From an optimization exercise on the open Yosys and OpenROAD flow, aimed at small area; shortcuts taken in it are not production practice.
In this exercise RTL edits were held to simulation tests only and were not proved equivalent to the original.
No activity file was given, so power comes from the tool's default toggle rates.

==> flow/design.v <==
`default_nettype none
module sram_1r1w_wbit (
  input  logic q,
  input  logic hold,
  input  logic wr,
  input  logic d,
  output logic y
);
  assign y = (q & hold) | (d & wr);
endmodule
module sram_1r1w_rd3 (
  input  logic [2:0] sel,
  input  logic [2:0] d,
  output logic       y_n
);
  assign y_n = ~|(sel & d);
endmodule
module sram_1r1w_nand #(
  parameter int N = 4
) (
  input  logic [N-1:0] a,
  output logic         y
);
  assign y = ~&a;
endmodule
module sram_1r1w_nor2 (
  input  logic [1:0] a,
  output logic       y_n
);
  assign y_n = ~|a;
endmodule
module sram_1r1w_rdor (
  input  logic [21:0] g_n,
  output logic        y
);
  logic [5:0] w_l1;
  logic [2:0] w_l2_n;
  for (genvar k = 0; k < 4; k++) begin : g_l1a
    sram_1r1w_nand u_nand (.a(g_n[4*k +: 4]), .y(w_l1[k]));
  end
  for (genvar k = 0; k < 2; k++) begin : g_l1b
    sram_1r1w_nand #(.N(3)) u_nand (.a(g_n[16 + 3*k +: 3]), .y(w_l1[4 + k]));
  end
  for (genvar k = 0; k < 3; k++) begin : g_l2
    sram_1r1w_nor2 u_nor (.a(w_l1[2*k +: 2]), .y_n(w_l2_n[k]));
  end
  assign y = ~&w_l2_n;
endmodule
module sram_1r1w_param #(
  parameter int    DATA_WIDTH        = 32,
  parameter int    SIZE              = 64,
  parameter int    ADDR_WIDTH        = (SIZE > 1) ? $clog2(SIZE) : 1,
  parameter        READ_DURING_WRITE = "NEW_DATA",
  parameter int    CLEAR_ON_RESET    = 1
) (
  input  logic                  clk,
  input  logic                  rst_n,
  input  logic                  read_en,
  input  logic [ADDR_WIDTH-1:0] read_addr,
  output logic [DATA_WIDTH-1:0] read_data,
  input  logic                  write_en,
  input  logic [ADDR_WIDTH-1:0] write_addr,
  input  logic [DATA_WIDTH-1:0] write_data,
  output logic                  init_busy
);
  logic [ADDR_WIDTH-1:0]               r_cnt;
  logic [SIZE-1:0][DATA_WIDTH-1:0]     r_mem;
  always_ff @(posedge clk) begin
    if (!rst_n) begin
      r_cnt     <= '0;
      init_busy <= 1'b1;
    end else begin
      r_cnt     <= r_cnt + 1'b1;
      init_busy <= init_busy && (r_cnt != ADDR_WIDTH'(SIZE - 1));
    end
  end
  logic [SIZE-1:0]       w_row_sweep;
  logic [SIZE-1:0]       w_row_wr;
  logic [SIZE-1:0]       w_row_hold;
  logic [SIZE-1:0][DATA_WIDTH-1:0] w_mem_next;
  always_comb begin
    for (int i = 0; i < SIZE; i++) begin
      w_row_sweep[i] = rst_n && init_busy && (r_cnt == ADDR_WIDTH'(i));
      w_row_wr[i]    = rst_n && !init_busy && write_en && (write_addr == ADDR_WIDTH'(i));
      w_row_hold[i]  = !(w_row_sweep[i] || w_row_wr[i]);
    end
  end
  for (genvar i = 0; i < SIZE; i++) begin : g_row
    for (genvar j = 0; j < DATA_WIDTH; j++) begin : g_bit
      sram_1r1w_wbit u_wbit (
        .q(r_mem[i][j]), .hold(w_row_hold[i]), .wr(w_row_wr[i]),
        .d(write_data[j]), .y(w_mem_next[i][j])
      );
    end
  end
  always_ff @(posedge clk) begin
    r_mem <= w_mem_next;
  end
  localparam int c_TERMS  = SIZE + 2;
  localparam int c_GROUPS = (c_TERMS + 2) / 3;
  logic            w_rd;
  logic            w_fwd;
  logic            w_hold;
  logic [c_GROUPS*3-1:0]                 w_term_sel;
  logic [c_GROUPS*3-1:0][DATA_WIDTH-1:0] w_term_dat;
  logic [DATA_WIDTH-1:0][c_GROUPS-1:0]   w_grp_n;
  logic [DATA_WIDTH-1:0]                 w_rd_next;
  assign w_rd   = rst_n && !init_busy && read_en;
  assign w_fwd  = w_rd && write_en && (write_addr == read_addr);
  assign w_hold = rst_n && !w_rd;
  always_comb begin
    w_term_sel = '0;
    w_term_dat = '0;
    for (int i = 0; i < SIZE; i++) begin
      w_term_sel[i] = w_rd && !w_row_wr[i] && (read_addr == ADDR_WIDTH'(i));
      w_term_dat[i] = r_mem[i];
    end
    w_term_sel[SIZE]     = w_fwd;
    w_term_dat[SIZE]     = write_data;
    w_term_sel[SIZE + 1] = w_hold;
    w_term_dat[SIZE + 1] = read_data;
  end
  for (genvar g = 0; g < c_GROUPS; g++) begin : g_grp
    for (genvar j = 0; j < DATA_WIDTH; j++) begin : g_bit
      sram_1r1w_rd3 u_rd3 (
        .sel(w_term_sel[3*g +: 3]),
        .d({w_term_dat[3*g+2][j], w_term_dat[3*g+1][j], w_term_dat[3*g][j]}),
        .y_n(w_grp_n[j][g])
      );
    end
  end
  for (genvar j = 0; j < DATA_WIDTH; j++) begin : g_rdor
    sram_1r1w_rdor u_rdor (.g_n(w_grp_n[j]), .y(w_rd_next[j]));
  end
  always_ff @(posedge clk) begin
    read_data <= w_rd_next;
  end
endmodule
`default_nettype wire
==> flow/config.mk <==
export PLATFORM = sky130hd
export DESIGN_NAME = sram_1r1w_param
export DESIGN_NICKNAME = sram_1r1w_param
export VERILOG_FILES = /design/flow/design.v
export SDC_FILE = /design/flow/constraint.sdc
export NUM_CORES = 4
export LEC_CHECK = 0
export CAP_MARGIN = 10
export CORE_MARGIN = 2
export CORE_UTILIZATION = 35
export PLACE_DENSITY = 0.9
export SLEW_MARGIN = 10
export SYNTH_HIERARCHICAL = 1
export SYNTH_MINIMUM_KEEP_SIZE = 0
==> flow/constraint.sdc <==
create_clock -name core_clock -period 4.0 [get_ports {clk}]
set_input_delay 0.8000 -clock core_clock [delete_from_list [all_inputs] [get_ports {clk}]]
set_output_delay 0.8000 -clock core_clock [all_outputs]
set_load 0.01 [all_outputs]
standard.sh (not shown) runs the stock make flow with config.mk's settings and CLKGATE_MAP_FILE= SYNTH_SCRIPT=/design/flow/synth_recipe.tcl, a recipe that flattens the netlist after the stock synthesis.
==> flow/flow/run.sh <==
#!/bin/bash
# Standard ORFS layout (the standard.sh, standard synthesis) with a leaner
# clock tree (larger sink clusters, no dummy loads) and plain buffers on the
# ports. Each ORFS step logs to orfs/logs/; this script's own output goes to
# standard.log.
set -euo pipefail
export CTS_ARGS="-sink_clustering_enable -repair_clock_nets -dont_use_dummy_load -sink_clustering_size 16 -sink_clustering_max_diameter 50 -buf_list {sky130_fd_sc_hd__clkbuf_4 sky130_fd_sc_hd__clkbuf_8}"
export BUFFER_PORTS_ARGS="-buffer_cell sky130_fd_sc_hd__buf_2"
bash standard.sh > standard.log 2>&1
Edit:
- PLACE_DENSITY: 0.9 -> 0.8
Non-clock buffer count came out lower by 25.
Synthesized cell count is unchanged.
Sequential share of layout area came out higher by 0.26 points.
Total power hardly moves.
Final area came out lower by 0.49%.
Synthesized area is unchanged.
Sequential cell count does not change.
Setup slack is worse by 70 ps.
Wire length stays flat.
Global-route usage is about the same.
Utilization came out lower by 0.20 points.

========
== run 1 ==
// sram_1r1w_param: RTL as listed in full above, without the edits since
clock: 4.0 ns
lec_check: 0
cap_margin: 0
core_margin: 2
core_utilization: 40
slew_margin: 0
synth_hierarchical: 1
synth_minimum_keep_size: 0
Scripts as last shown in full above: flow/flow/run.sh
Here is what was changed in the inputs of run 2 compared with run 1.
Settings: swapping 40 for 35 in CORE_UTILIZATION.
## What came out
Clock skew down 22 ps in run 2 wrt run 1. Re via density per instance: run 2 is about 2.6% down on run 1. Run 2 vs run 1 — count of clock-buffer cells in the layout climbed slightly. Looking at number of violations reported at the end of detailed-routing iteration 0 across both flows, run 2 is the weaker of the two, with run 1 ahead.
Here is what was changed in the inputs of run 3 compared with run 2.
Settings: changing CORE_UTILIZATION from 35 to 30.
--- a/flow/flow/run.sh
+++ b/flow/flow/run.sh
@@ -6,3 +6,3 @@
 set -euo pipefail
-export CTS_ARGS="-sink_clustering_enable -repair_clock_nets -dont_use_dummy_load -sink_clustering_size 16 -sink_clustering_max_diameter 50 -buf_list {sky130_fd_sc_hd__clkbuf_4 sky130_fd_sc_hd__clkbuf_8}"
+export CTS_ARGS="-sink_clustering_enable -repair_clock_nets -dont_use_dummy_load -sink_clustering_size 20 -sink_clustering_max_diameter 50 -buf_list {sky130_fd_sc_hd__clkbuf_4 sky130_fd_sc_hd__clkbuf_8}"
 export BUFFER_PORTS_ARGS="-buffer_cell sky130_fd_sc_hd__buf_2"
==> summary.txt <==
- Row total global routing track utilization: run 3 lower / run 2 higher
- For run 2, the end of the critical path was read_data[17], unlike run 3, where it was read_data[31].
- Compared with run 2, run 3 ends up with more cell area.
- Run 3 vs. run 2: filler cell count in the final layout up 3964, global-route wire length before repair up 7900 µm.

-- re-timing with driven ports --
The results above use ideal ports. As a check the final layouts listed here were re-extracted and re-timed, cells and wires unchanged. Step 1 sets driving cells, clkbuf_16 on the clock port and buf_2 on the other inputs (assumed; they add their load-dependent delay and slew). Step 2 also shifts input and output timing later by t, the mid clock arrival at the registers, as if the neighbouring blocks saw the same clock. Three values: ideal ports, drivers, drivers and shift; two values: the first two.
run | t (ns) | setup slack, ns | hold slack, ns | clock arrival spread, ns | pins driven straight from the clock port
the first run of note 1 | 0.991 | 0.327 / 0.327 / -0.652 | 0.374 / 0.318 / 0.482 | 0.134 / 0.134 | 1
the second run of note 1 | 1.002 | 0.257 / 0.257 / -0.491 | 0.281 / 0.221 / 0.485 | 0.100 / 0.100 | 1
run 1 | 1.015 | 0.176 / 0.176 / -0.629 | 0.241 / 0.247 / 0.483 | 0.136 / 0.136 | 1
run 2 | 1.026 | 0.189 / 0.189 / -0.557 | 0.172 / 0.118 / 0.485 | 0.130 / 0.131 | 1
run 3 | 1.038 | 0.288 / 0.288 / -0.544 | 0.339 / 0.288 / 0.484 | 0.121 / 0.121 | 1
With both steps, setup timing fails in every run listed, where it was met with ideal ports. For the first run of note 1, which loses most, drivers alone change the setup slack by 0.000 ns; drivers and shift together by -0.979 ns.
